Source: an optimization exercise on an open RTL-to-GDS flow (aim: a short achievable clock period and few clock cycles). Production flows keep margins and buffers that such runs may drop. Where RTL was checked, it was by simulation tests only, not by an equivalence proof against the original. For runs 3 and 4, only the layout was checked, not whether the RTL still works. Power is estimated from default activity; no workload was simulated.

**flow/design.v**
```verilog
`timescale 1ns/10ps
package fill_rect_pkg;
    typedef logic [15:0] coord_t;
    typedef logic [11:0] rgb_t;
    localparam int CMD_BYTES = 11;
    localparam logic [1:0] REG_FB_BASE = 2'd0;
    localparam logic [1:0] REG_STRIDE  = 2'd1;
    localparam logic [1:0] REG_CLIP    = 2'd2;
    localparam logic [1:0] REG_COUNT   = 2'd3;
endpackage
`timescale 1ns/10ps
module cmd_fifo #(
    parameter int DEPTH = 4,
    parameter int W     = 72
) (
    input  logic         clk,
    input  logic         rst_,
    input  logic         push,
    input  logic [W-1:0] push_data,
    input  logic         pop,
    output logic         head_valid,
    output logic [W-1:0] head_data,
    input  logic         accept_last,
    output logic         cmd_ready,
    output logic         not_empty_next
);
    localparam int CNT_W = $clog2(DEPTH + 1);
    logic [W-1:0]     mem [DEPTH];
    logic [CNT_W-1:0] cnt;
    logic [CNT_W-1:0] cnt_d;
    logic [CNT_W-1:0] occ_d;
    logic             full_q;
    assign head_valid = (cnt != '0);
    assign head_data  = mem[0];
    assign cmd_ready  = !full_q;
    always_comb
    begin
        cnt_d = cnt;
        if (push && !pop)
            cnt_d = cnt + 1'b1;
        else if (!push && pop)
            cnt_d = cnt - 1'b1;
    end
    assign occ_d          = cnt_d + CNT_W'(accept_last);
    assign not_empty_next = (occ_d != '0);
    always_ff @(posedge clk or negedge rst_)
    begin
        if (!rst_)
        begin
            cnt    <= '0;
            full_q <= 1'b0;
        end
        else
        begin
            cnt    <= cnt_d;
            full_q <= (occ_d >= CNT_W'(DEPTH));
        end
    end
    always_ff @(posedge clk)
    begin
        for (int i = 0; i < DEPTH; i++)
        begin
            if (pop)
            begin
                if (push && CNT_W'(i + 1) == cnt)
                    mem[i] <= push_data;
                else if (i + 1 < DEPTH)
                    mem[i] <= mem[(i + 1 < DEPTH) ? i + 1 : i];
            end
            else if (push && CNT_W'(i) == cnt)
                mem[i] <= push_data;
        end
    end
endmodule
`timescale 1ns/10ps
module fill_rect_decode_engine #(
    parameter int ADDR_W = 24
) (
    input  logic                  clk,
    input  logic                  rst_,
    input  logic                  cmd_valid,
    input  logic [7:0]            cmd_data,
    input  logic                  cmd_ready,
    input  logic [ADDR_W-1:0]     fb_base,
    input  fill_rect_pkg::coord_t stride,
    input  logic [17:0]           stride3,
    input  fill_rect_pkg::coord_t clip_w,
    input  fill_rect_pkg::coord_t clip_h,
    output logic                  partial_next,
    output logic                  accept_last,
    output logic                  cmd_push,
    output logic [ADDR_W-1:0]     push_addr,
    output fill_rect_pkg::coord_t push_w,
    output fill_rect_pkg::coord_t push_h,
    output logic                  push_w1,
    output logic                  push_h1,
    output logic                  push_empty,
    output fill_rect_pkg::rgb_t   push_rgb
);
    logic [3:0]  bidx;
    logic        accept;
    logic [7:0]  xh, xl, yh, yl, wh, wl, hh, hl;
    logic [3:0]  rv, gv, bv;
    logic [15:0] x, y, w, h;
    logic [ADDR_W-1:0] bx_q;
    logic [ADDR_W-1:0] acc_q;
    logic [16:0]       dx_q, dy_q;
    logic [15:0]       visw_q, vish_q;
    logic        m_run;
    logic [7:0]  m_oh;
    logic        m_stall;
    logic [1:0]  m_dig;
    logic [17:0] pp_q;
    assign accept  = cmd_valid && cmd_ready;
    assign accept_last  = accept && (bidx == 4'd10);
    assign partial_next = accept ? (bidx != 4'd10) : (bidx != 4'd0);
    assign x = {xh, xl};
    assign y = {yh, yl};
    assign w = {wh, wl};
    assign h = {hh, hl};
    always_ff @(posedge clk or negedge rst_)
    begin
        if (!rst_)
        begin
            bidx     <= '0;
            cmd_push <= 1'b0;
            m_run    <= 1'b0;
            m_oh     <= '0;
        end
        else
        begin
            cmd_push <= accept_last;
            if (accept)
                bidx <= (bidx == 4'd10) ? 4'd0 : bidx + 4'd1;
            if (accept && bidx == 4'd2)
            begin
                m_run <= 1'b1;
                m_oh  <= 8'd1;
            end
            else if (m_run && !m_stall)
            begin
                m_oh <= {m_oh[6:0], 1'b0};
                if (m_oh[7])
                    m_run <= 1'b0;
            end
        end
    end
    always_ff @(posedge clk)
    begin
        if (accept)
        begin
            case (bidx)
                4'd0:  xh <= cmd_data;
                4'd1:  xl <= cmd_data;
                4'd2:  yh <= cmd_data;
                4'd3:  yl <= cmd_data;
                4'd4:  wh <= cmd_data;
                4'd5:  wl <= cmd_data;
                4'd6:  hh <= cmd_data;
                4'd7:  hl <= cmd_data;
                4'd8:  rv <= cmd_data[3:0];
                4'd9:  gv <= cmd_data[3:0];
                default: bv <= cmd_data[3:0];
            endcase
        end
    end
    function automatic logic [17:0] stride_mul(input logic [1:0] d,
                                               input fill_rect_pkg::coord_t s,
                                               input logic [17:0] s3);
        case (d)
            2'd0: stride_mul = '0;
            2'd1: stride_mul = {2'b0, s};
            2'd2: stride_mul = {1'b0, s, 1'b0};
            default: stride_mul = s3;
        endcase
    endfunction
    assign m_stall = m_oh[3] && (bidx == 4'd3);
    assign m_dig   = ({2{m_oh[0]}} & yh[5:4]) | ({2{m_oh[1]}} & yh[3:2]) |
                     ({2{m_oh[2]}} & yh[1:0]) | ({2{m_oh[3]}} & yl[7:6]) |
                     ({2{m_oh[4]}} & yl[5:4]) | ({2{m_oh[5]}} & yl[3:2]) |
                     ({2{m_oh[6]}} & yl[1:0]);
    always_ff @(posedge clk)
    begin
        if (accept && bidx == 4'd2)
        begin
            acc_q <= '0;
            pp_q  <= stride_mul(cmd_data[7:6], stride, stride3);
        end
        else if (m_run && !m_stall)
        begin
            acc_q <= {acc_q[ADDR_W-3:0], 2'b00} + ADDR_W'(pp_q);
            pp_q  <= stride_mul(m_dig, stride, stride3);
        end
    end
    always_ff @(posedge clk)
    begin
        bx_q   <= fb_base + ADDR_W'(x);
        dx_q   <= {1'b0, clip_w} - {1'b0, x};
        dy_q   <= {1'b0, clip_h} - {1'b0, y};
        if (dx_q[16] || dx_q[15:0] == 16'd0)
            visw_q <= '0;
        else
            visw_q <= (w < dx_q[15:0]) ? w : dx_q[15:0];
        if (dy_q[16] || dy_q[15:0] == 16'd0)
            vish_q <= '0;
        else
            vish_q <= (h < dy_q[15:0]) ? h : dy_q[15:0];
    end
    assign push_addr  = acc_q + bx_q;
    assign push_w     = visw_q;
    assign push_h     = vish_q;
    assign push_w1    = (visw_q == 16'd1);
    assign push_h1    = (vish_q == 16'd1);
    assign push_empty = (visw_q == 16'd0) || (vish_q == 16'd0);
    assign push_rgb   = {rv, gv, bv};
endmodule
`timescale 1ns/10ps
module fill_rect_pixel_gen #(
    parameter int ADDR_W = 24
) (
    input  logic                  clk,
    input  logic                  rst_,
    input  logic                  head_valid,
    input  logic [ADDR_W-1:0]     head_addr,
    input  fill_rect_pkg::coord_t head_w,
    input  fill_rect_pkg::coord_t head_h,
    input  logic                  head_w1,
    input  logic                  head_h1,
    input  logic                  head_empty,
    input  fill_rect_pkg::rgb_t   head_rgb,
    input  fill_rect_pkg::coord_t stride,
    output logic                  pop,
    output logic                  rect_done,
    output logic                  pv_next,
    output logic                  pix_valid,
    input  logic                  pix_ready,
    output logic [ADDR_W-1:0]     pix_addr,
    output fill_rect_pkg::rgb_t   pix_rgb
);
    logic              xfer;
    logic              last_pix;
    logic              load;
    logic              load_empty;
    fill_rect_pkg::coord_t ccnt, rcnt, wid;
    logic              clast, rlast, wid1;
    logic [ADDR_W-1:0] rowst;
    logic [ADDR_W-1:0] next_row;
    assign xfer       = pix_valid && pix_ready;
    assign last_pix   = clast && rlast;
    assign load       = head_valid && !head_empty && (!pix_valid || (xfer && last_pix));
    assign load_empty = head_valid && head_empty && !pix_valid;
    assign pop        = load || load_empty;
    assign rect_done  = (xfer && last_pix) || load_empty;
    assign next_row   = rowst + ADDR_W'(stride);
    always_comb
    begin
        pv_next = pix_valid;
        if (load)
            pv_next = 1'b1;
        else if (xfer && last_pix)
            pv_next = 1'b0;
    end
    always_ff @(posedge clk or negedge rst_)
    begin
        if (!rst_)
            pix_valid <= 1'b0;
        else
            pix_valid <= pv_next;
    end
    always_ff @(posedge clk)
    begin
        if (load)
        begin
            pix_addr <= head_addr;
            rowst    <= head_addr;
            pix_rgb  <= head_rgb;
            ccnt     <= head_w;
            clast    <= head_w1;
            wid      <= head_w;
            wid1     <= head_w1;
            rcnt     <= head_h;
            rlast    <= head_h1;
        end
        else if (xfer)
        begin
            if (clast)
            begin
                pix_addr <= next_row;
                rowst    <= next_row;
                ccnt     <= wid;
                clast    <= wid1;
                rcnt     <= rcnt - 16'd1;
                rlast    <= (rcnt == 16'd2);
            end
            else
            begin
                pix_addr <= pix_addr + ADDR_W'(1);
                ccnt     <= ccnt - 16'd1;
                clast    <= (ccnt == 16'd2);
            end
        end
    end
endmodule
`timescale 1ns/10ps
module fb_config_regs #(
    parameter int ADDR_W = 24
) (
    input  logic                  clk,
    input  logic                  rst_,
    input  logic                  cfg_wr,
    input  logic [1:0]            cfg_addr,
    input  logic [31:0]           cfg_wdata,
    output logic [31:0]           cfg_rdata,
    output logic [ADDR_W-1:0]     fb_base,
    output fill_rect_pkg::coord_t stride,
    output logic [17:0]           stride3,
    output fill_rect_pkg::coord_t clip_w,
    output fill_rect_pkg::coord_t clip_h,
    input  logic                  rect_done,
    input  logic                  busy_next,
    output logic                  busy
);
    logic [31:0] done_count;
    always_ff @(posedge clk or negedge rst_)
    begin
        if (!rst_)
        begin
            fb_base    <= '0;
            stride     <= '0;
            clip_w     <= '0;
            clip_h     <= '0;
            done_count <= '0;
            busy       <= 1'b0;
        end
        else
        begin
            if (cfg_wr)
            begin
                case (cfg_addr)
                    fill_rect_pkg::REG_FB_BASE: fb_base <= cfg_wdata[ADDR_W-1:0];
                    fill_rect_pkg::REG_STRIDE:  stride  <= cfg_wdata[15:0];
                    fill_rect_pkg::REG_CLIP:
                    begin
                        clip_w <= cfg_wdata[31:16];
                        clip_h <= cfg_wdata[15:0];
                    end
                    default:     ;
                endcase
            end
            if (rect_done)
                done_count <= done_count + 32'd1;
            busy <= busy_next;
        end
    end
    always_ff @(posedge clk)
        stride3 <= {2'b00, stride} + {1'b0, stride, 1'b0};
    always_comb
    begin
        case (cfg_addr)
            fill_rect_pkg::REG_FB_BASE: cfg_rdata = 32'(fb_base);
            fill_rect_pkg::REG_STRIDE:  cfg_rdata = {16'd0, stride};
            fill_rect_pkg::REG_CLIP:    cfg_rdata = {clip_w, clip_h};
            default:     cfg_rdata = done_count;
        endcase
    end
endmodule
`timescale 1ns/10ps
module fill_rect_top #(
    parameter int ADDR_W     = 24,
    parameter int FIFO_DEPTH = 16
) (
    input  logic                clk,
    input  logic                rst_,
    input  logic                cmd_valid,
    input  logic [7:0]          cmd_data,
    output logic                cmd_ready,
    input  logic                cfg_wr,
    input  logic [1:0]          cfg_addr,
    input  logic [31:0]         cfg_wdata,
    output logic [31:0]         cfg_rdata,
    output logic                busy,
    output logic                pix_valid,
    input  logic                pix_ready,
    output logic [ADDR_W-1:0]   pix_addr,
    output fill_rect_pkg::rgb_t pix_rgb
);
    localparam int QW = ADDR_W + 16 + 16 + 3 + 12;
    logic [ADDR_W-1:0]     fb_base;
    fill_rect_pkg::coord_t stride;
    logic [17:0]           stride3;
    fill_rect_pkg::coord_t clip_w;
    fill_rect_pkg::coord_t clip_h;
    logic                  partial_next;
    logic                  accept_last;
    logic                  cmd_push;
    logic [ADDR_W-1:0]     push_addr;
    fill_rect_pkg::coord_t push_w, push_h;
    logic                  push_w1, push_h1, push_empty;
    fill_rect_pkg::rgb_t   push_rgb;
    logic                  q_pop;
    logic                  head_valid;
    logic [QW-1:0]         head_data;
    logic                  q_not_empty_next;
    logic                  rect_done;
    logic                  pv_next;
    logic                  busy_next;
    fill_rect_decode_engine #(
        .ADDR_W (ADDR_W)
    ) u_decode (
        .clk          (clk),
        .rst_         (rst_),
        .cmd_valid    (cmd_valid),
        .cmd_data     (cmd_data),
        .cmd_ready    (cmd_ready),
        .fb_base      (fb_base),
        .stride       (stride),
        .stride3      (stride3),
        .clip_w       (clip_w),
        .clip_h       (clip_h),
        .partial_next (partial_next),
        .accept_last  (accept_last),
        .cmd_push     (cmd_push),
        .push_addr    (push_addr),
        .push_w       (push_w),
        .push_h       (push_h),
        .push_w1      (push_w1),
        .push_h1      (push_h1),
        .push_empty   (push_empty),
        .push_rgb     (push_rgb)
    );
    cmd_fifo #(
        .DEPTH (4),
        .W     (QW)
    ) u_cmd_fifo (
        .clk            (clk),
        .rst_           (rst_),
        .push           (cmd_push),
        .push_data      ({push_addr, push_w, push_h, push_w1, push_h1, push_empty, push_rgb}),
        .pop            (q_pop),
        .head_valid     (head_valid),
        .head_data      (head_data),
        .accept_last    (accept_last),
        .cmd_ready      (cmd_ready),
        .not_empty_next (q_not_empty_next)
    );
    fill_rect_pixel_gen #(
        .ADDR_W (ADDR_W)
    ) u_pixel_gen (
        .clk        (clk),
        .rst_       (rst_),
        .head_valid (head_valid),
        .head_addr  (head_data[QW-1 -: ADDR_W]),
        .head_w     (head_data[46:31]),
        .head_h     (head_data[30:15]),
        .head_w1    (head_data[14]),
        .head_h1    (head_data[13]),
        .head_empty (head_data[12]),
        .head_rgb   (head_data[11:0]),
        .stride     (stride),
        .pop        (q_pop),
        .rect_done  (rect_done),
        .pv_next    (pv_next),
        .pix_valid  (pix_valid),
        .pix_ready  (pix_ready),
        .pix_addr   (pix_addr),
        .pix_rgb    (pix_rgb)
    );
    assign busy_next = partial_next || q_not_empty_next || pv_next;
    fb_config_regs #(
        .ADDR_W (ADDR_W)
    ) u_config_regs (
        .clk        (clk),
        .rst_       (rst_),
        .cfg_wr     (cfg_wr),
        .cfg_addr   (cfg_addr),
        .cfg_wdata  (cfg_wdata),
        .cfg_rdata  (cfg_rdata),
        .fb_base    (fb_base),
        .stride     (stride),
        .stride3    (stride3),
        .clip_w     (clip_w),
        .clip_h     (clip_h),
        .rect_done  (rect_done),
        .busy_next  (busy_next),
        .busy       (busy)
    );
endmodule
```
**flow/run.sh**
```bash
#!/bin/bash
# synth_recipe.tcl (not shown) runs the flow's synth.tcl, then flattens the netlist and writes it again
# the make line also repeats each setting of config.mk as NAME=value (left out here)
make -C /OpenROAD-flow-scripts/flow DESIGN_CONFIG=/design/flow/config.mk WORK_HOME=/design/flow/orfs CLKGATE_MAP_FILE= SYNTH_SCRIPT=/design/flow/synth_recipe.tcl finish
```
**flow/config.mk**
```make
export PLATFORM = sky130hd
export DESIGN_NAME = fill_rect_top
export DESIGN_NICKNAME = fill_rect_top
export VERILOG_FILES = /design/flow/design.v
export SDC_FILE = /design/flow/constraint.sdc
export NUM_CORES = 4
export LEC_CHECK = 0
export ABC_CLOCK_PERIOD_IN_PS = 3000
export CAP_MARGIN = 20
export CORE_MARGIN = 2
export CORE_UTILIZATION = 40
export SETUP_SLACK_MARGIN = 3.2
export SLEW_MARGIN = 20
```
**flow/constraint.sdc**
```tcl
create_clock -name core_clock -period 6.5 [get_ports {clk}]
set_input_delay 1.3000 -clock core_clock [delete_from_list [all_inputs] [get_ports {clk}]]
set_output_delay 1.3000 -clock core_clock [all_outputs]
set_load 0.01 [all_outputs]
```
==> metrics.yaml, run 1 <==
status: "complete, no violations"
vias: 27400
drc: 0
routed.top_layer: "met5"
finalPower_mw: 19.5
ys_ff_latch: 745
reg2reg_from: "u_config_regs.stride[6]"
synth_xor_area_share_pct: 4.51
drtIter0Drc: 2109
num_io_pins: 118
track_usage_pct: 20.7
num_rows: 111
synth_cell_types: 97
gp_congestion: 0.893
cp_max_fo: 4
seq_area_um2: 19000
synth.area.mux_share_pct: 5.83
fin_crit_sh_pct: 53.0
period_needed_ns: 3.44
synth_compound_area_share_pct: 13.9
syn_avg_cell_area_um2: 10.0
grt_max_degree: 80
p_per_area_nw_per_um2: 459
worst_setup_path_end_kind: "primary output"
drive_above_1_share_pct: 10.9
cts_tree: "built"
clk_pin_slew_ns: 0.06
syn_inst: 3668
cp.arrival_ns: 2.14
combPwrFrac_pct: 36.1
intPower_mw: 12.3
r2r_cells: 8
min_to: "u_pixel_gen.pix_rgb[1]"
clk-insertion-delay-late_ns: 0.64
ys.flop_type: "edfxtp_1"
drtPass1Iterations: 6
clock.fmax_ghz: 0.290
hold_viol: 0
antenna_left: 0
vias_per_cell: 5.44
path_class: "in2out"
worst_slew_pin_slew_ns: 1.06
final_cells: 5036
start_util_pct: 40.3
dieArea_um2: 94500
diodes: 0
wl_met1_mm: 45.8
cts_buffers: 80
setup_viol: 0
r2r_slack_ns: 3.38
antenna_found_initial: 1
pwr-share-clk_pct: 22.7
setup_tns_ns: 0
p_seq_share_pct: 41.2
synth_fa_ha_area_share_pct: 5.95
multi_input_area_um2: 17000
yosysSeqAreaShare_pct: 51.6
clkSinkCount: 745
max_slew_margin_pct: 28.6
hp-start: "u_cmd_fifo.mem[0][1]"
die_x_um: 307
hold_path_class: "reg2reg"
yosysWarnings: 5
p_leak_nw: 17.3
syn_to_final_growth_pct: 15.2
required_ns: 5.20
io_buffers: 117
synth_top_family_by_area: "simple AND/OR/NAND/NOR gates"
core_region_area_um2: 91400
irDropWorstVdd_v: 0.000226
maxCapViolCount: 0
yosys.area_share.simple_pct: 15.1
maxSlewViolCount: 0
yosys-top-cells-area: "edfxtp_1 28%, dfxtp_1 15%, dfrtp_1 8.4%, nand2_1 6.0%, ha_1 5.6%"
hold_path_depth: 0
dieHeight_um: 307
synthArstFlopShare_pct: 16.6
dp_cells: 4848
synth.cell_area_um2: 36800
cts_root_buf: "clkbuf_16"
p_sw_share_pct: 37.0
place_hpwl_mm: 67.4
grt_pass1_wl_mm: 154
fin_worst_skew_ns: 0.0245
dr_wl_met3_mm: 5.13
clockBufferDepth: 3
synth_edf_count: 347
r2r_end: "u_pixel_gen.pix_addr[23]"
switchingPower_mw: 7.20
rsz0062_at_grt: "true"
fin_nets: 4000
synth_top_area_share_pct: 28.3
h-tree-depth: 3
met2WireLength_mm: 45.2
wl_per_cell_um: 19.5
start_kind: "input pin"
wl_mm: 98.4
yosys.area.top_type: "edfxtp_1"
fill_cells: 8558
grt_pass1_vias: 26300
grt_overflow_total: 0
-- final cells by class --
type | count | share of cell area, %
sequential | 745 | 44.8
timing repair buffer | 188 | 4.53
multi-input combinational | 2647 | 40.1
inverter | 120 | 1.09
tap | 1186 | 3.50
clock buffer | 113 | 5.28
clock inverter | 37 | 0.717
-- state kept, by name, summed over array words and instances (netlist names), 17 cells and up --
register	flops
u_cmd_fifo.mem	284
u_config_regs.done_count	32
u_config_regs.fb_base	24
u_config_regs.stride3	18
u_decode.acc_q	24
u_decode.bx_q	24
u_decode.dx_q	17
u_decode.dy_q	17
u_decode.pp_q	18
u_pixel_gen.pix_addr	24
u_pixel_gen.rowst	24
-- layer usage --
metal	track usage (%)	vias to the layer above
li1	-	13400
met1	28.6	13200
met2	33.6	728
met3	2.98	124
met4	6.14	2
met5	0	-
-- cells in the mapped netlist (31+ instances only) --
| master | n |
|---|---|
| mux2_2 | 112 |
| dfxtp_1 | 274 |
| nor2b_1 | 32 |
| nor3_1 | 43 |
| inv_1 | 119 |
| nand2_1 | 586 |
| ha_1 | 164 |
| nor2_1 | 409 |
| xnor2_1 | 136 |
| nand3_1 | 66 |
| mux2i_1 | 51 |
| o21ai_0 | 175 |
| clkbuf_1 | 99 |
| buf_2 | 37 |
| edfxtp_1 | 347 |
| o22ai_1 | 100 |
| o21a_1 | 31 |
| dfrtp_1 | 124 |
| a211oi_1 | 33 |
| a21o_1 | 38 |
| xor2_1 | 50 |
| a21oi_1 | 227 |
| a221oi_1 | 36 |
-- critical path: stages --
cell and delay (ns):
buf_16 0.09, buf_12 0.11, mux4_2 0.49, buf_2 0.15
-- power by group through the flow --
stage               Sequential, mW  Combinational [mW]  Clock [mW]
global route                  8.20                7.90        4.70
detailed placement            8.07                6.81           0
floorplan                     7.56                5.25           0
finish                        8.03                7.03        4.42
CTS                           8.00                6.91        4.52
global placement              8.06                6.71           0
-- cell usage in the layout (no fill, tap or decap), drive strengths merged, types with 101 or more instances in the layout --
master  instances
nand2         588
nor2          415
edfxtp        347
dfxtp         274
a21oi         229
o21ai         188
ha            164
xnor2         138
dfrtp         124
inv           121
clkbuf        114
mux2          113
o22ai         101
-- metrics by stage --
stage	area (µm²)	util (%)	worst slack [ns]	hold slack [ns]
final	42400	46.4	3.06	0.420
after global routing	42400	46.4	3.03	0.430
after CTS	42200	46.1	3.00	0.423
after detailed placement	39200	42.9	1.60	0.409
after global placement	39200	42.9	1.66	0.406
after floorplan	37000	-	3.08	0.400
-- how the worst max path moves through the flow --
| stage | end | startpoint | slack, ns |
|---|---|---|---|
| 2_1_floorplan | cfg_rdata[22] | cfg_addr[0] | 3.08 |
| 3_3_place_gp | cfg_rdata[2] | cfg_addr[1] | 1.66 |
| 3_5_place_dp | cfg_rdata[2] | cfg_addr[1] | 1.60 |
| 4_1_cts | cfg_rdata[10] | cfg_addr[0] | 3.00 |
| 5_1_grt | cfg_rdata[2] | cfg_addr[1] | 3.03 |
| 6_report | cfg_rdata[2] | cfg_addr[1] | 3.06 |
-- kinds of logic (layout without fill, tap and decap cells) --
kind of cell    after synthesis  count (layout)
buf+inv                     282             458
compound gates              805             806
simple gates               1297            1302
xor+xnor                    188             188
flops                       745             745
mux                         180             180
fa+ha+maj                   171             171
-- timing repair --
action                     CTS  global route
hold buffers                 0             0
gates resized for setup    157            38
cloned                      10             2
setup endpoints to repair  484           194
pin swaps                   13             9
setup buffers               16             9
Testbench counts, summed over its fixed seeds: cycles 154,316.
==> run 2, diff against run 1 <==
--- a/flow/config.mk
+++ b/flow/config.mk
@@ -8,6 +8,6 @@
 export ABC_CLOCK_PERIOD_IN_PS = 3000
 export CAP_MARGIN = 20
 export CORE_MARGIN = 2
-export CORE_UTILIZATION = 40
-export SETUP_SLACK_MARGIN = 3.2
+export CORE_UTILIZATION = 60
+export SETUP_SLACK_MARGIN = 3.5
 export SLEW_MARGIN = 20
==> run 2 against run 1 <==
Fmax decreased by 3.6%. Via count increased by 4.9%. Worst setup slack got worse by 0.13 ns. Cell count decreased by 7.6%. Sequential share of layout area decreased by 0.16 points. Final area increased by 0.48%. Critical path type unchanged. Largest power group unchanged. Highest routed layer unchanged.
==> metrics.yaml, run 2 <==
final_cells: 4652  # was 5036
cts_root_buf: "clkbuf_16"  # unchanged
cts_buffers: 78  # was 80
h-tree-depth: 3  # unchanged
vias: 28700  # was 27400
setup_viol: 0  # unchanged
wl_mm: 101  # was 98.4 mm
dieHeight_um: 252  # was 307 µm
synth_edf_count: 347  # unchanged
maxSlewViolCount: 0  # unchanged
synth.cell_area_um2: 36800  # unchanged
start_util_pct: 60.9  # was 40.3%
yosys-top-cells-area: "edfxtp_1 28%, dfxtp_1 15%, dfrtp_1 8.4%, nand2_1 6.0%, ha_1 5.6%"  # unchanged
clkSinkCount: 745  # unchanged
antenna_left: 0  # unchanged
syn_to_final_growth_pct: 15.8  # was 15.2%
drtIter0Drc: 2581  # was 2109
multi_input_area_um2: 17300  # was 17000 µm²
ys_ff_latch: 745  # unchanged
finalPower_mw: 20.0  # was 19.5 mW
fin_nets: 4021  # was 4000
period_needed_ns: 3.57  # was 3.44 ns
maxCapViolCount: 0  # unchanged
cts_tree: "built"  # unchanged
fin_worst_skew_ns: 0.0212  # was 0.0245 ns
cp_max_fo: 6  # was 4
seq_area_um2: 19000  # about the same
max_slew_margin_pct: 33.3  # was 28.6%
clockBufferDepth: 3  # unchanged
final_common_cell: "nand2_1"  # unchanged
syn_avg_cell_area_um2: 10.0  # unchanged
grt_pass1_vias: 27500  # was 26300
core_region_area_um2: 60500  # was 91400 µm²
drive_above_1_share_pct: 13.5  # was 10.9%
p_leak_nw: 17.5  # was 17.3 nW
yosysMostFrequentCell: "nand2_1"  # unchanged
clk_pin_slew_ns: 0.06  # about the same
num_io_pins: 118  # unchanged
cp.arrival_ns: 2.27  # was 2.14 ns
worst_slew_pin_slew_ns: 0.997  # was 1.06 ns
ys.flop_type: "edfxtp_1"  # unchanged
fin_util_pct: 70.5  # was 46.4%
wl_per_cell_um: 21.8  # was 19.5 µm
vias_per_cell: 6.17  # was 5.44
path_class: "in2out"  # unchanged
fin_crit_sh_pct: 55.0  # was 53.0%
dp_cells: 4437  # was 4848
start_kind: "input pin"  # unchanged
synth_cell_types: 97  # unchanged
grt_overflow_total: 0  # unchanged
hold_path_class: "reg2reg"  # unchanged
track_usage_pct: 31.6  # was 20.7%
fill_cells: 4387  # was 8558
p_per_area_nw_per_um2: 470  # was 459 nW/µm²
yosys.area.top_type: "edfxtp_1"  # unchanged
grt_pass1_wl_mm: 156  # was 154 mm
worst_setup_path_end_kind: "primary output"  # unchanged
clk-insertion-delay-late_ns: 0.63  # was 0.64 ns
final_cell_mix: "579 x nand2_1, 404 x nor2_1, 347 x edfxtp_1"  # was 581 x nand2_1, 407 x nor2_1, 347 x edfxtp_1
antenna_found_initial: 7  # was 1
syn_inst: 3668  # unchanged
die_x_um: 252  # was 307 µm
place_hpwl_mm: 67.8  # was 67.4 mm
startpoint: "cfg_addr[1]"  # unchanged
cts_hold_buf: 0  # unchanged
drtPass1Iterations: 8  # was 6
hp-start: "u_cmd_fifo.mem[0][10]"  # was u_cmd_fifo.mem[0][1]
reg2reg_from: "u_decode.acc_q[10]"  # was u_config_regs.stride[6]
largest_reg_flops: 284  # unchanged
rsz0062_at_grt: "true"  # unchanged
required_ns: 5.20  # about the same
synthArstFlopShare_pct: 16.6  # unchanged
irDropWorstVdd_v: 0.000276  # was 0.000226 V
gp_congestion: 0.947  # was 0.893
num_rows: 90  # was 111
dieArea_um2: 63400  # was 94500 µm²
hold_viol: 0  # unchanged
yosysWarnings: 5  # unchanged
status: "complete, no violations"  # unchanged
synth_top_area_share_pct: 28.3  # unchanged
drc: 0  # unchanged
grt_max_degree: 87  # was 80
clock.fmax_ghz: 0.280  # was 0.290 GHz
setup_tns_ns: 0  # unchanged
top_register: "u_cmd_fifo.mem"  # unchanged
yosysSeqAreaShare_pct: 51.6  # unchanged
io_buffers: 117  # unchanged
reg_top3: "u_cmd_fifo.mem x284, u_config_regs.done_count x32"  # unchanged
synth_common_cells: "586 x nand2_1, 409 x nor2_1, 347 x edfxtp_1"  # unchanged
## run 2: cell count changes in the layout (fill, tap and decap cells not counted), sizes merged, moves of 2 or more
cell           change
bufinv             +2
buf               +31
clkdlybuf4s15      -4
clkbuf             +2
dlygate4sd2        -3
clkdlybuf4s50      -2
clkinv             -8
## run 2: path summary, 6_finish.rpt
path                                                end  slack (ns)  cells after the start
max                                        cfg_rdata[1]        2.93                      5
min                             u_pixel_gen.pix_rgb[10]        0.42                      0
max reg2reg                       u_cmd_fifo.mem[0][70]        3.54                      8
min reg2reg                     u_pixel_gen.pix_rgb[10]        0.42                      0
max in group asynchronous      u_config_regs.stride[10]        4.57                      2
min in group asynchronous  u_config_regs.done_count[31]        0.68                      1
## run 2: critical path, cell delays in order
cell and delay [ns]:
buf_8 0.08, buf_12 0.12, buf_12 0.11, mux4_2 0.52, buf_6 0.14
## run 2: layout make-up
class | instances | area share, %
sequential | 745 | 44.7
clock inverter | 32 | 0.822
antenna | 1 | 0.00587
multi-input combinational | 2648 | 40.7
tap | 782 | 2.30
clock buffer | 114 | 5.33
inverter | 120 | 1.09
timing repair buffer | 210 | 5.10
## run 2: report_power, final
part,switching [mW],internal [mW]
logic,4.36,3.12
registers,1.25,6.78
clock network,1.89,2.64
## run 2: layer usage
metal	GRT usage (%)	routed length [µm]	vias to the layer above	part of all wire, %
met3	5.57	8160	227	8.0
met5	0	34	-	0.034
li1	-	-	13400	-
met1	42.8	42600	13900	42
met4	12.3	3500	6	3.4
met2	50.9	47100	1200	46
## run 2: logic make-up (layout without fill, tap and decap cells)
family,count (synthesis),after routing,synth area share [%]
compound gates,805,806,13.9
xor+xnor,188,188,4.51
fa+ha+maj,171,171,5.95
buf+inv,282,476,3.06
flops,745,745,51.6
mux,180,180,5.83
other cells,0,1,0
simple gates,1297,1303,15.1
## run 2: timing repair
action / CTS / global route
setup endpoints to repair: 628 / 224
gates cloned: 11 / 1
resized for setup: 220 / 82
pin swaps: 18 / 24
setup buffers: 38 / 18
## run 2: stage by stage
stage	area [µm²]	worst slack [ns]	hold slack, ns
global placement	38700	2.06	0.401
global route	42600	2.91	0.429
finish	42600	2.93	0.419
CTS	42000	2.94	0.418
detailed placement	38700	2.00	0.405
floorplan	37000	3.08	0.400
==> run 3, diff against run 2 <==
--- a/flow/design.v
+++ b/flow/design.v
@@ -354,15 +354,34 @@
     end
     always_ff @(posedge clk)
         stride3 <= {2'b00, stride} + {1'b0, stride, 1'b0};
-    always_comb
-    begin
-        case (cfg_addr)
-            fill_rect_pkg::REG_FB_BASE: cfg_rdata = 32'(fb_base);
-            fill_rect_pkg::REG_STRIDE:  cfg_rdata = {16'd0, stride};
-            fill_rect_pkg::REG_CLIP:    cfg_rdata = {clip_w, clip_h};
-            default:     cfg_rdata = done_count;
-        endcase
-    end
+    logic [31:0] rd_base_clip_n;
+    logic [31:0] rd_stride_count_n;
+    fb_rd_mux2i u_rd_lo (
+        .sel (cfg_addr[1]),
+        .a0  (32'(fb_base)),
+        .a1  ({clip_w, clip_h}),
+        .y_n (rd_base_clip_n)
+    );
+    fb_rd_mux2i u_rd_hi (
+        .sel (cfg_addr[1]),
+        .a0  ({16'd0, stride}),
+        .a1  (done_count),
+        .y_n (rd_stride_count_n)
+    );
+    fb_rd_mux2i u_rd_out (
+        .sel (cfg_addr[0]),
+        .a0  (rd_base_clip_n),
+        .a1  (rd_stride_count_n),
+        .y_n (cfg_rdata)
+    );
+endmodule
+module fb_rd_mux2i (
+    input  logic        sel,
+    input  logic [31:0] a0,
+    input  logic [31:0] a1,
+    output logic [31:0] y_n
+);
+    assign y_n = ~(sel ? a1 : a0);
 endmodule
 `timescale 1ns/10ps
 module fill_rect_top #(
--- a/flow/config.mk
+++ b/flow/config.mk
@@ -8,6 +8,8 @@
 export ABC_CLOCK_PERIOD_IN_PS = 3000
 export CAP_MARGIN = 20
 export CORE_MARGIN = 2
-export CORE_UTILIZATION = 60
-export SETUP_SLACK_MARGIN = 3.5
+export CORE_UTILIZATION = 40
+export SETUP_SLACK_MARGIN = 3.2
 export SLEW_MARGIN = 20
+export SYNTH_HIERARCHICAL = 1
+export SYNTH_MINIMUM_KEEP_SIZE = 0
==> run 3 against run 2 <==
Still clean. Worst hold slack worse by 0.0014 ns. Die area rose by 57%. Via count down 9.3%. Count of clock-buffer cells in the layout rose by 7. Wire length down 1.1%. Sequential share of layout area down 2.1 points. Core utilization shrank 24 points. Power increased by 1.9%. Non-clock buffer count shrank 35. Global-route usage fell by 12 points. Critical endpoint is now cfg_rdata[23]. Largest power group unchanged.
==> metrics.yaml, run 3 <==
status: "complete, no violations"  # unchanged
synth_top_area_share_pct: 26.8  # was 28.3%
yosysSeqAreaShare_pct: 48.9  # was 51.6%
worst_setup_path_end_kind: "primary output"  # unchanged
crit_top_cell: "mux2i_1"  # was buf_12
worst_slew_pin_slew_ns: 1.15  # was 0.997 ns
diodes: 0  # was 1
slowest_delay_ns: 0.29  # was 0.52 ns
wl_mm: 100  # was 101 mm
cp_max_fo: 9  # was 6
hold_path_depth: 0  # unchanged
final_common_cell: "mux2i_1"  # was nand2_1
r2r_slack_ns: 3.31  # was 3.54 ns
drive_above_1_share_pct: 15.0  # was 13.5%
dieHeight_um: 316  # was 252 µm
irDropWorstVdd_v: 0.000212  # was 0.000276 V
period_needed_ns: 3.38  # was 3.57 ns
setup_tns_ns: 0  # unchanged
min_to: "u_pixel_gen.pix_rgb[4]"  # was u_pixel_gen.pix_rgb[10]
yosys-top-cells-area: "edfxtp_1 27%, dfxtp_1 14%, mux2i_1 13%, dfrtp_1 8.0%, ha_1 5.3%"  # was edfxtp_1 28%, dfxtp_1 15%, dfrtp_1 8.4%, nand2_1 6.0%, ha_1 5.6%
setup_viol: 0  # unchanged
start_util_pct: 40.3  # was 60.9%
clk-insertion-delay-late_ns: 0.65  # was 0.63 ns
yosysWarnings: 11  # was 5
hold_viol: 0  # unchanged
hp-start: "u_cmd_fifo.mem[0][4]"  # was u_cmd_fifo.mem[0][10]
r2r_cells: 9  # was 8
clkSinkCount: 745  # unchanged
fin_crit_sh_pct: 52.0  # was 55.0%
clock.fmax_ghz: 0.296  # was 0.280 GHz
wl_per_cell_um: 20.8  # was 21.8 µm
gp_congestion: 0.863  # was 0.947
grt_pass1_wl_mm: 153  # was 156 mm
h-tree-depth: 3  # unchanged
synthArstFlopShare_pct: 16.6  # unchanged
dieArea_um2: 99700  # was 63400 µm²
drtIter0Drc: 1678  # was 2581
syn_to_final_growth_pct: 15.0  # was 15.8%
syn_inst: 3325  # was 3668
yosys.area.top_type: "edfxtp_1"  # unchanged
maxCapViolCount: 0  # unchanged
p_leak_nw: 19.4  # was 17.5 nW
ys.flop_type: "edfxtp_1"  # unchanged
core_region_area_um2: 96600  # was 60500 µm²
start_kind: "input pin"  # unchanged
die_x_um: 316  # was 252 µm
reg2reg_from: "u_config_regs.stride[0]"  # was u_decode.acc_q[10]
synth.cell_area_um2: 38900  # was 36800 µm²
synth_cell_types: 98  # was 97
place_hpwl_mm: 68.0  # was 67.8 mm
maxSlewViolCount: 0  # unchanged
largest_reg_flops: 284  # unchanged
vias: 26000  # was 28700
cts_root_buf: "clkbuf_16"  # unchanged
track_usage_pct: 19.7  # was 31.6%
clockBufferDepth: 3  # unchanged
r2r_end: "u_pixel_gen.pix_addr[22]"  # was u_cmd_fifo.mem[0][70]
slowest_stage: "dlygate4sd2_1"  # was mux4_2
num_rows: 114  # was 90
io_buffers: 117  # unchanged
cts_tree: "built"  # unchanged
fin_hold_ws_ns: 0.417  # was 0.419 ns
crit_chain: "buf_16 -> mux2i_1 -> mux2i_1 -> dlygate4sd2_1"  # was buf_8 -> buf_12 -> buf_12 -> mux4_2 -> buf_6
p_per_area_nw_per_um2: 457  # was 470 nW/µm²
fin_nets: 3694  # was 4021
syn_avg_cell_area_um2: 11.7  # was 10.0 µm²
top_register: "u_cmd_fifo.mem"  # unchanged
cts_buffers: 83  # was 78
ys_ff_latch: 745  # unchanged
drtPass1Iterations: 5  # was 8
fin_worst_skew_ns: 0.0266  # was 0.0212 ns
grt_overflow_total: 0  # unchanged
vias_per_cell: 5.40  # was 6.17
cp.arrival_ns: 2.08  # was 2.27 ns
antenna_found_initial: 3  # was 7
final_cell_mix: "498 x mux2i_1, 347 x edfxtp_1, 274 x dfxtp_1"  # was 579 x nand2_1, 404 x nor2_1, 347 x edfxtp_1
grt_pass1_vias: 25600  # was 27500
synth_edf_count: 347  # unchanged
synth_common_cells: "507 x mux2i_1, 347 x edfxtp_1, 274 x dfxtp_1"  # was 586 x nand2_1, 409 x nor2_1, 347 x edfxtp_1
required_ns: 5.20  # about the same
hold_path_class: "reg2reg"  # unchanged
finalPower_mw: 20.4  # was 20.0 mW
path_class: "in2out"  # unchanged
layout_setup_ws_ns: 3.12  # was 2.93 ns
drc: 0  # unchanged
num_io_pins: 118  # unchanged
dp_slack_ns: 2.08  # was 2.00 ns
yosysMostFrequentCell: "mux2i_1"  # was nand2_1
antenna_left: 0  # unchanged
max_slew_margin_pct: 23.0  # was 33.3%
reg_top3: "u_cmd_fifo.mem x284, u_config_regs.done_count x32"  # unchanged
grt_max_degree: 121  # was 87
rsz0062_at_grt: "true"  # unchanged
clk_pin_slew_ns: 0.06  # about the same
run 3: cells by family (layout without fill, tap and decap cells):
logic type | count (synthesis) | after routing | share of synthesized area [%]
AND/OR/NAND/NOR | 692 | 696 | 8.76
buffers and inverters | 257 | 450 | 3.31
flip-flops | 745 | 745 | 48.9
multiplexers | 740 | 740 | 20.5
adder cells (fa/ha/maj) | 171 | 171 | 5.64
XOR/XNOR | 182 | 182 | 4.10
AO/OA/AOI/OAI | 537 | 538 | 8.82
other | 1 | 24 | 0.00965
run 3: what timing repair did:
item                                    4_1_cts  5_1_grt
setup buffers                                10       14
pin swaps                                     2        2
endpoints found under the setup margin      242      129
cloned                                        9        5
hold buffers                                  0        0
gates resized for setup                      99       69
run 3: worst max-delay path, delay by kind of cell:
kind                   cells  cell delay, ns
buffers and inverters      2            0.43
muxes                      2            0.34
run 3: per-module statistics from Yosys, one instance, submodules excluded, excerpt:
module / cells / times used
fill_rect_top: 1 / 1
fb_rd_mux2i: 36 / 3
run 3: per-stage QoR:
stage	instances	instance area [µm²]	utilization, %
after floorplan	3348	39100	-
after global placement	4628	41200	42.7
after detailed placement	4629	41200	42.7
after CTS	4803	44400	46.0
after global routing	4822	44700	46.3
final	4822	44700	46.3
run 3: how the worst max path moves through the flow:
stage,slack (ns),depth (start not counted),startpoint,to
2_1_floorplan,2.98,15,pix_ready,u_config_regs.busy
3_3_place_gp,2.11,4,cfg_addr[1],cfg_rdata[6]
3_5_place_dp,2.08,4,cfg_addr[1],cfg_rdata[6]
4_1_cts,3.06,3,cfg_addr[0],cfg_rdata[0]
5_1_grt,3.10,6,cfg_addr[1],cfg_rdata[17]
6_report,3.12,4,cfg_addr[1],cfg_rdata[23]
run 3: area by class of cell:
cell class / count / area [µm²]
flip-flops and latches: 745 / 19000
fillers: 8785 / 51900
repair buffers: 175 / 1760
inverters: 120 / 457
clock inverters: 34 / 390
clock buffers: 121 / 2460
multi-input cells: 2351 / 19000
well taps: 1276 / 1600
run 3: power breakdown:
group	leakage, nW	total, mW	internal [mW]	switching [mW]
Clock	1.39	4.83	2.85	1.98
Combinational	10.9	7.47	3.50	3.98
Sequential	7.12	8.13	6.88	1.25
Total	19.4	20.4	13.2	7.21
run 3: per-layer routing:
metal / vias to the layer above / part of all wire [%] / GRT usage (%)
met1: 12800 / 48 / 28.3
li1: 12600 / - / -
met3: 104 / 4.7 / 2.78
met4: 0 / 2.0 / 4.93
met5: - / 0 / 0
met2: 618 / 45 / 31.4
==> run 4, diff against run 3 <==
--- a/flow/design.v
+++ b/flow/design.v
@@ -107,10 +107,10 @@
     logic [16:0]       dx_q, dy_q;
     logic [15:0]       visw_q, vish_q;
     logic        m_run;
-    logic [7:0]  m_oh;
+    logic [2:0]  m_step;
     logic        m_stall;
     logic [1:0]  m_dig;
-    logic [17:0] pp_q;
+    logic [17:0] m_pp;
     assign accept  = cmd_valid && cmd_ready;
     assign accept_last  = accept && (bidx == 4'd10);
     assign partial_next = accept ? (bidx != 4'd10) : (bidx != 4'd0);
@@ -125,7 +125,7 @@
             bidx     <= '0;
             cmd_push <= 1'b0;
             m_run    <= 1'b0;
-            m_oh     <= '0;
+            m_step   <= '0;
         end
         else
         begin
@@ -134,13 +134,13 @@
                 bidx <= (bidx == 4'd10) ? 4'd0 : bidx + 4'd1;
             if (accept && bidx == 4'd2)
             begin
-                m_run <= 1'b1;
-                m_oh  <= 8'd1;
+                m_run  <= 1'b1;
+                m_step <= '0;
             end
             else if (m_run && !m_stall)
             begin
-                m_oh <= {m_oh[6:0], 1'b0};
-                if (m_oh[7])
+                m_step <= m_step + 3'd1;
+                if (m_step == 3'd7)
                     m_run <= 1'b0;
             end
         end
@@ -164,33 +164,32 @@
             endcase
         end
     end
-    function automatic logic [17:0] stride_mul(input logic [1:0] d,
-                                               input fill_rect_pkg::coord_t s,
-                                               input logic [17:0] s3);
-        case (d)
-            2'd0: stride_mul = '0;
-            2'd1: stride_mul = {2'b0, s};
-            2'd2: stride_mul = {1'b0, s, 1'b0};
-            default: stride_mul = s3;
+    assign m_stall = m_step[2] && (bidx == 4'd3);
+    always_comb
+    begin
+        case (m_step)
+            3'd0: m_dig = yh[7:6];
+            3'd1: m_dig = yh[5:4];
+            3'd2: m_dig = yh[3:2];
+            3'd3: m_dig = yh[1:0];
+            3'd4: m_dig = yl[7:6];
+            3'd5: m_dig = yl[5:4];
+            3'd6: m_dig = yl[3:2];
+            default: m_dig = yl[1:0];
         endcase
-    endfunction
-    assign m_stall = m_oh[3] && (bidx == 4'd3);
-    assign m_dig   = ({2{m_oh[0]}} & yh[5:4]) | ({2{m_oh[1]}} & yh[3:2]) |
-                     ({2{m_oh[2]}} & yh[1:0]) | ({2{m_oh[3]}} & yl[7:6]) |
-                     ({2{m_oh[4]}} & yl[5:4]) | ({2{m_oh[5]}} & yl[3:2]) |
-                     ({2{m_oh[6]}} & yl[1:0]);
+        case (m_dig)
+            2'd0: m_pp = '0;
+            2'd1: m_pp = {2'b0, stride};
+            2'd2: m_pp = {1'b0, stride, 1'b0};
+            default: m_pp = stride3;
+        endcase
+    end
     always_ff @(posedge clk)
     begin
         if (accept && bidx == 4'd2)
-        begin
             acc_q <= '0;
-            pp_q  <= stride_mul(cmd_data[7:6], stride, stride3);
-        end
         else if (m_run && !m_stall)
-        begin
-            acc_q <= {acc_q[ADDR_W-3:0], 2'b00} + ADDR_W'(pp_q);
-            pp_q  <= stride_mul(m_dig, stride, stride3);
-        end
+            acc_q <= {acc_q[ADDR_W-3:0], 2'b00} + ADDR_W'(m_pp);
     end
     always_ff @(posedge clk)
     begin
@@ -354,34 +353,15 @@
     end
     always_ff @(posedge clk)
         stride3 <= {2'b00, stride} + {1'b0, stride, 1'b0};
-    logic [31:0] rd_base_clip_n;
-    logic [31:0] rd_stride_count_n;
-    fb_rd_mux2i u_rd_lo (
-        .sel (cfg_addr[1]),
-        .a0  (32'(fb_base)),
-        .a1  ({clip_w, clip_h}),
-        .y_n (rd_base_clip_n)
-    );
-    fb_rd_mux2i u_rd_hi (
-        .sel (cfg_addr[1]),
-        .a0  ({16'd0, stride}),
-        .a1  (done_count),
-        .y_n (rd_stride_count_n)
-    );
-    fb_rd_mux2i u_rd_out (
-        .sel (cfg_addr[0]),
-        .a0  (rd_base_clip_n),
-        .a1  (rd_stride_count_n),
-        .y_n (cfg_rdata)
-    );
-endmodule
-module fb_rd_mux2i (
-    input  logic        sel,
-    input  logic [31:0] a0,
-    input  logic [31:0] a1,
-    output logic [31:0] y_n
-);
-    assign y_n = ~(sel ? a1 : a0);
+    always_comb
+    begin
+        case (cfg_addr)
+            fill_rect_pkg::REG_FB_BASE: cfg_rdata = 32'(fb_base);
+            fill_rect_pkg::REG_STRIDE:  cfg_rdata = {16'd0, stride};
+            fill_rect_pkg::REG_CLIP:    cfg_rdata = {clip_w, clip_h};
+            default:     cfg_rdata = done_count;
+        endcase
+    end
 endmodule
 `timescale 1ns/10ps
 module fill_rect_top #(
--- a/flow/config.mk
+++ b/flow/config.mk
@@ -11,5 +11,3 @@
 export CORE_UTILIZATION = 40
 export SETUP_SLACK_MARGIN = 3.2
 export SLEW_MARGIN = 20
-export SYNTH_HIERARCHICAL = 1
-export SYNTH_MINIMUM_KEEP_SIZE = 0
==> run 4 against run 3 <==
Power increased by 12%. Global-route usage grew 1.2 points. Core utilization increased by 1.7 points. Combinational power rose by 33%. First-iteration DRC count grew 16%. Wire length is 4.0% lower. Critical path depth rose by 16. Cell count rose by 2.4%. Area after synthesis decreased by 9.3%. Via count rose by 1.9%. Clock power down 4.3%. Critical path type is now reg2reg. Critical endpoint is now u_decode.acc_q[19]. Largest power group is now combinational logic.
==> metrics.yaml, run 4 <==
status: "complete, no violations"  # unchanged
io_buffers: 117  # unchanged
maxCapViolCount: 0  # unchanged
num_rows: 108  # was 114
slowest_delay_ns: 0.59  # was 0.29 ns
clock.fmax_ghz: 0.238  # was 0.296 GHz
gp_congestion: 0.859  # was 0.863
largest_reg_flops: 284  # unchanged
drtPass1Iterations: 5  # unchanged
period_needed_ns: 4.19  # was 3.38 ns
h-tree-depth: 3  # unchanged
syn_to_final_growth_pct: 18.6  # was 15.0%
dieArea_um2: 90500  # was 99700 µm²
slowest_stage: "or4_4"  # was dlygate4sd2_1
crit_chain: "ha_4 -> ha_4 -> or4_4 -> nor2_4 -> a21oi_4 -> buf_6 -> buf_16 -> buf_4 -> mux2i_4 -> o21ai_2 -> ha_4 -> a211oi_2 -> nand2_1 -> a31o_4 -> a31oi_4 -> a21oi_4 -> a41oi_2 -> buf_4 -> xor2_1 -> a211oi_1"  # was buf_16 -> mux2i_1 -> mux2i_1 -> dlygate4sd2_1
yosysSeqAreaShare_pct: 52.0  # was 48.9%
worst_slew_pin_slew_ns: 1.24  # was 1.15 ns
synth_cell_types: 82  # was 98
setup_viol: 0  # unchanged
setup_tns_ns: 0  # unchanged
synth.cell_area_um2: 35300  # was 38900 µm²
rsz0062_at_grt: "true"  # unchanged
ys_ff_latch: 722  # was 745
yosys.area_share.simple_pct: 15.7  # was 8.76%
synth_common_cells: "584 x nand2_1, 444 x nor2_1, 329 x edfxtp_1"  # was 507 x mux2i_1, 347 x edfxtp_1, 274 x dfxtp_1
syn_inst: 3548  # was 3325
final_cell_mix: "573 x nand2_1, 432 x nor2_1, 329 x edfxtp_1"  # was 498 x mux2i_1, 347 x edfxtp_1, 274 x dfxtp_1
core_region_area_um2: 87000  # was 96600 µm²
max_slew_margin_pct: 17.2  # was 23.0%
cp_max_fo: 5  # was 9
p_per_area_nw_per_um2: 546  # was 457 nW/µm²
crit_top_cell: "ha_4"  # was mux2i_1
track_usage_pct: 21.0  # was 19.7%
fin_nets: 3939  # was 3694
vias: 26500  # was 26000
antenna_left: 0  # unchanged
grt_pass1_vias: 25300  # was 25600
synth_fa_ha_area_share_pct: 6.43  # was 5.64%
worst_setup_path_end_kind: "register"  # was primary output
reg_top3: "u_cmd_fifo.mem x284, u_config_regs.done_count x32"  # unchanged
synth_top_family_by_area: "simple AND/OR/NAND/NOR gates"  # was multiplexers
clockBufferDepth: 3  # unchanged
cts_tree: "built"  # unchanged
cts_hold_buf: 0  # unchanged
clk-insertion-delay-late_ns: 0.64  # was 0.65 ns
grt_pass1_wl_mm: 149  # was 153 mm
yosysWarnings: 5  # was 11
synth_top_area_share_pct: 28.0  # was 26.8%
hold_path_class: "reg2reg"  # unchanged
fin_util_pct: 48.0  # was 46.3%
top_register: "u_cmd_fifo.mem"  # unchanged
vias_per_cell: 5.37  # was 5.40
yosysMostFrequentCell: "nand2_1"  # was mux2i_1
clkSinkCount: 722  # was 745
clk_pin_slew_ns: 0.06  # about the same
drc: 0  # unchanged
worstPathBufferInverterCount: 4  # was 2
start_util_pct: 40.5  # was 40.3%
drive_above_1_share_pct: 13.3  # was 15.0%
antenna_found_initial: 1  # was 3
synthArstFlopShare_pct: 16.5  # was 16.6%
place_hpwl_mm: 63.6  # was 68.0 mm
synth.area.mux_share_pct: 5.48  # was 20.5%
hold_viol: 0  # unchanged
cp.arrival_ns: 4.67  # was 2.08 ns
start_kind: "register"  # was input pin
dieHeight_um: 301  # was 316 µm
fin_crit_sh_pct: 64.5  # was 52.0%
synth_edf_count: 329  # was 347
grt_max_degree: 88  # was 121
ys.flop_type: "edfxtp_1"  # unchanged
irDropWorstVdd_v: 0.000269  # was 0.000212 V
num_io_pins: 118  # unchanged
p_leak_nw: 17.2  # was 19.4 nW
path_class: "reg2reg"  # was in2out
wl_per_cell_um: 19.5  # was 20.8 µm
cts_buffers: 80  # was 83
synth_xor_area_share_pct: 4.92  # was 4.10%
synth_compound_area_share_pct: 12.6  # was 8.82%
yosys.area.top_type: "edfxtp_1"  # unchanged
yosys-top-cells-area: "edfxtp_1 28%, dfxtp_1 16%, dfrtp_1 8.4%, nand2_1 6.2%, ha_1 6.0%"  # was edfxtp_1 27%, dfxtp_1 14%, mux2i_1 13%, dfrtp_1 8.0%, ha_1 5.3%
grt_overflow_total: 0  # unchanged
drtIter0Drc: 1941  # was 1678
die_x_um: 301  # was 316 µm
cts_root_buf: "clkbuf_16"  # unchanged
required_ns: 6.97  # was 5.20 ns
critPathTopFamily: "compound AO/OA/AOI/OAI gates"  # was buffers and inverters
fin_worst_skew_ns: 0.0275  # was 0.0266 ns
maxSlewViolCount: 0  # unchanged
final_common_cell: "nand2_1"  # was mux2i_1
wl_mm: 96.2  # was 100 mm
syn_avg_cell_area_um2: 9.94  # was 11.7 µm²
-- run 4: cell types whose count changed in the layout (fill, tap and decap cells not counted), moves of 29 or more --
cell,previous run,this run
buf_4,40,76
buf_6,4,33
mux2_2,163,81
mux2_4,70,6
mux2i_1,498,57
nand2_1,193,573
nor2_1,189,432
o21ai_0,114,182
o22ai_1,8,94
-- run 4: worst paths after layout --
kind / startpoint / slack, ns / depth (start not counted) / end
worst min-delay path: u_cmd_fifo.mem[0][3] / 0.42 / 0 / u_pixel_gen.pix_rgb[3]
worst min register to register: u_cmd_fifo.mem[0][3] / 0.42 / 0 / u_pixel_gen.pix_rgb[3]
max in group asynchronous: rst_ / 4.70 / 2 / u_config_regs.stride[8]
worst max register to register: u_decode.m_step[1] / 2.31 / 20 / u_decode.acc_q[19]
worst max-delay path: u_decode.m_step[1] / 2.31 / 20 / u_decode.acc_q[19]
min in group asynchronous: rst_ / 0.55 / 1 / u_config_regs.done_count[27]
-- run 4: area by class of cell --
| type | count | area [µm²] |
|---|---|---|
| clock buffer | 117 | 2360 |
| fill | 8102 | 45200 |
| tap | 1155 | 1450 |
| inverter | 121 | 459 |
| timing repair buffer | 223 | 2260 |
| sequential | 722 | 18400 |
| multi-input combinational | 2567 | 16600 |
| antenna | 1 | 2.50 |
| clock inverter | 31 | 335 |
-- run 4: cell families (layout without fill, tap and decap cells) --
group                    count (synthesis)  after routing
AO/OA/AOI/OAI                          717            720
XOR/XNOR                               198            198
adder cells (fa/ha/maj)                177            177
buffers and inverters                  266            492
flip-flops                             722            722
multiplexers                           162            162
other                                    0              1
AND/OR/NAND/NOR                       1306           1310
-- run 4: stage by stage --
| stage | hold slack [ns] | cell area [µm²] | cells | total power, mW | setup slack, ns |
|---|---|---|---|---|---|
| final | 0.416 | 41800 | 4937 | 22.8 | 2.31 |
| after global routing | 0.425 | 41800 | 4936 | 24.4 | 2.17 |
| after CTS | 0.417 | 41400 | 4914 | 22.4 | 2.44 |
| after detailed placement | 0.405 | 37800 | 4704 | 16.9 | 1.69 |
| after global placement | 0.403 | 37800 | 4704 | 16.8 | 1.79 |
| after floorplan | 0.400 | 35600 | 3548 | 14.3 | 2.67 |
-- run 4: power breakdown --
part / switching, mW / internal, mW / leakage, nW
clock network: 1.89 / 2.74 / 1.32
registers: 1.33 / 6.92 / 6.92
logic: 5.73 / 4.23 / 8.96
total: 8.95 / 13.9 / 17.2
-- run 4: worst reg2reg max path, cell delays in order, from the launching register on --
cell and delay (ns):
dfrtp_2 0.44, ha_4 0.18, ha_4 0.15, or4_4 0.59, nor2_4 0.13, a21oi_4 0.06
buf_6 0.15, buf_16 0.13, buf_4 0.14, mux2i_4 0.18, o21ai_2 0.22, ha_4 0.23
a211oi_2 0.18, nand2_1 0.09, a31o_4 0.24, a31oi_4 0.22, a21oi_4 0.09, a41oi_2 0.27
buf_4 0.15, xor2_1 0.13, a211oi_1 0.08
-- run 4: layer usage --
metal  track usage, %  wire length, µm  up-vias
met3             2.72             5450      124
met5                0               11        -
met2             33.7            44200      715
met1             29.7            44400    12800
met4             5.73             2150        2
li1                 -                -    12900
-- run 4: timing repair --
item                       4_1_cts  5_1_grt
cloned                          12        1
pin swaps                       61       66
setup endpoints to repair      542      201
gates resized for setup        215       68
buffers inserted                50       21
hold endpoints to repair         0        0

port drivers added, routing unchanged:
In the flow no input, the clock included, has a driving cell. The finished layouts below were timed again as built, in two steps. Step 1, drivers: a clkbuf_16 drives clk and a buf_2 each remaining input, both assumed. Step 2 also shifts input and output timing later by t, the mid clock arrival at the registers, as if the neighbouring blocks saw the same clock. a / b / c = ideal ports / drivers / drivers and shift; a / b = the first two.
run	t, ns	setup slack, ns	worst setup path after step 2
run 1	0.689	3.056 / 2.641 / 2.641	input to output
run 2	0.690	2.927 / 2.688 / 2.688	input to output
run 3	0.696	3.120 / 2.666 / 2.577	input to register
run 4	0.690	2.307 / 2.307 / 2.307	register to register
After both steps every run listed still meets setup and hold. The setup slack of run 3, which loses most, moves by -0.454 ns with the drivers and by -0.543 ns with both steps.
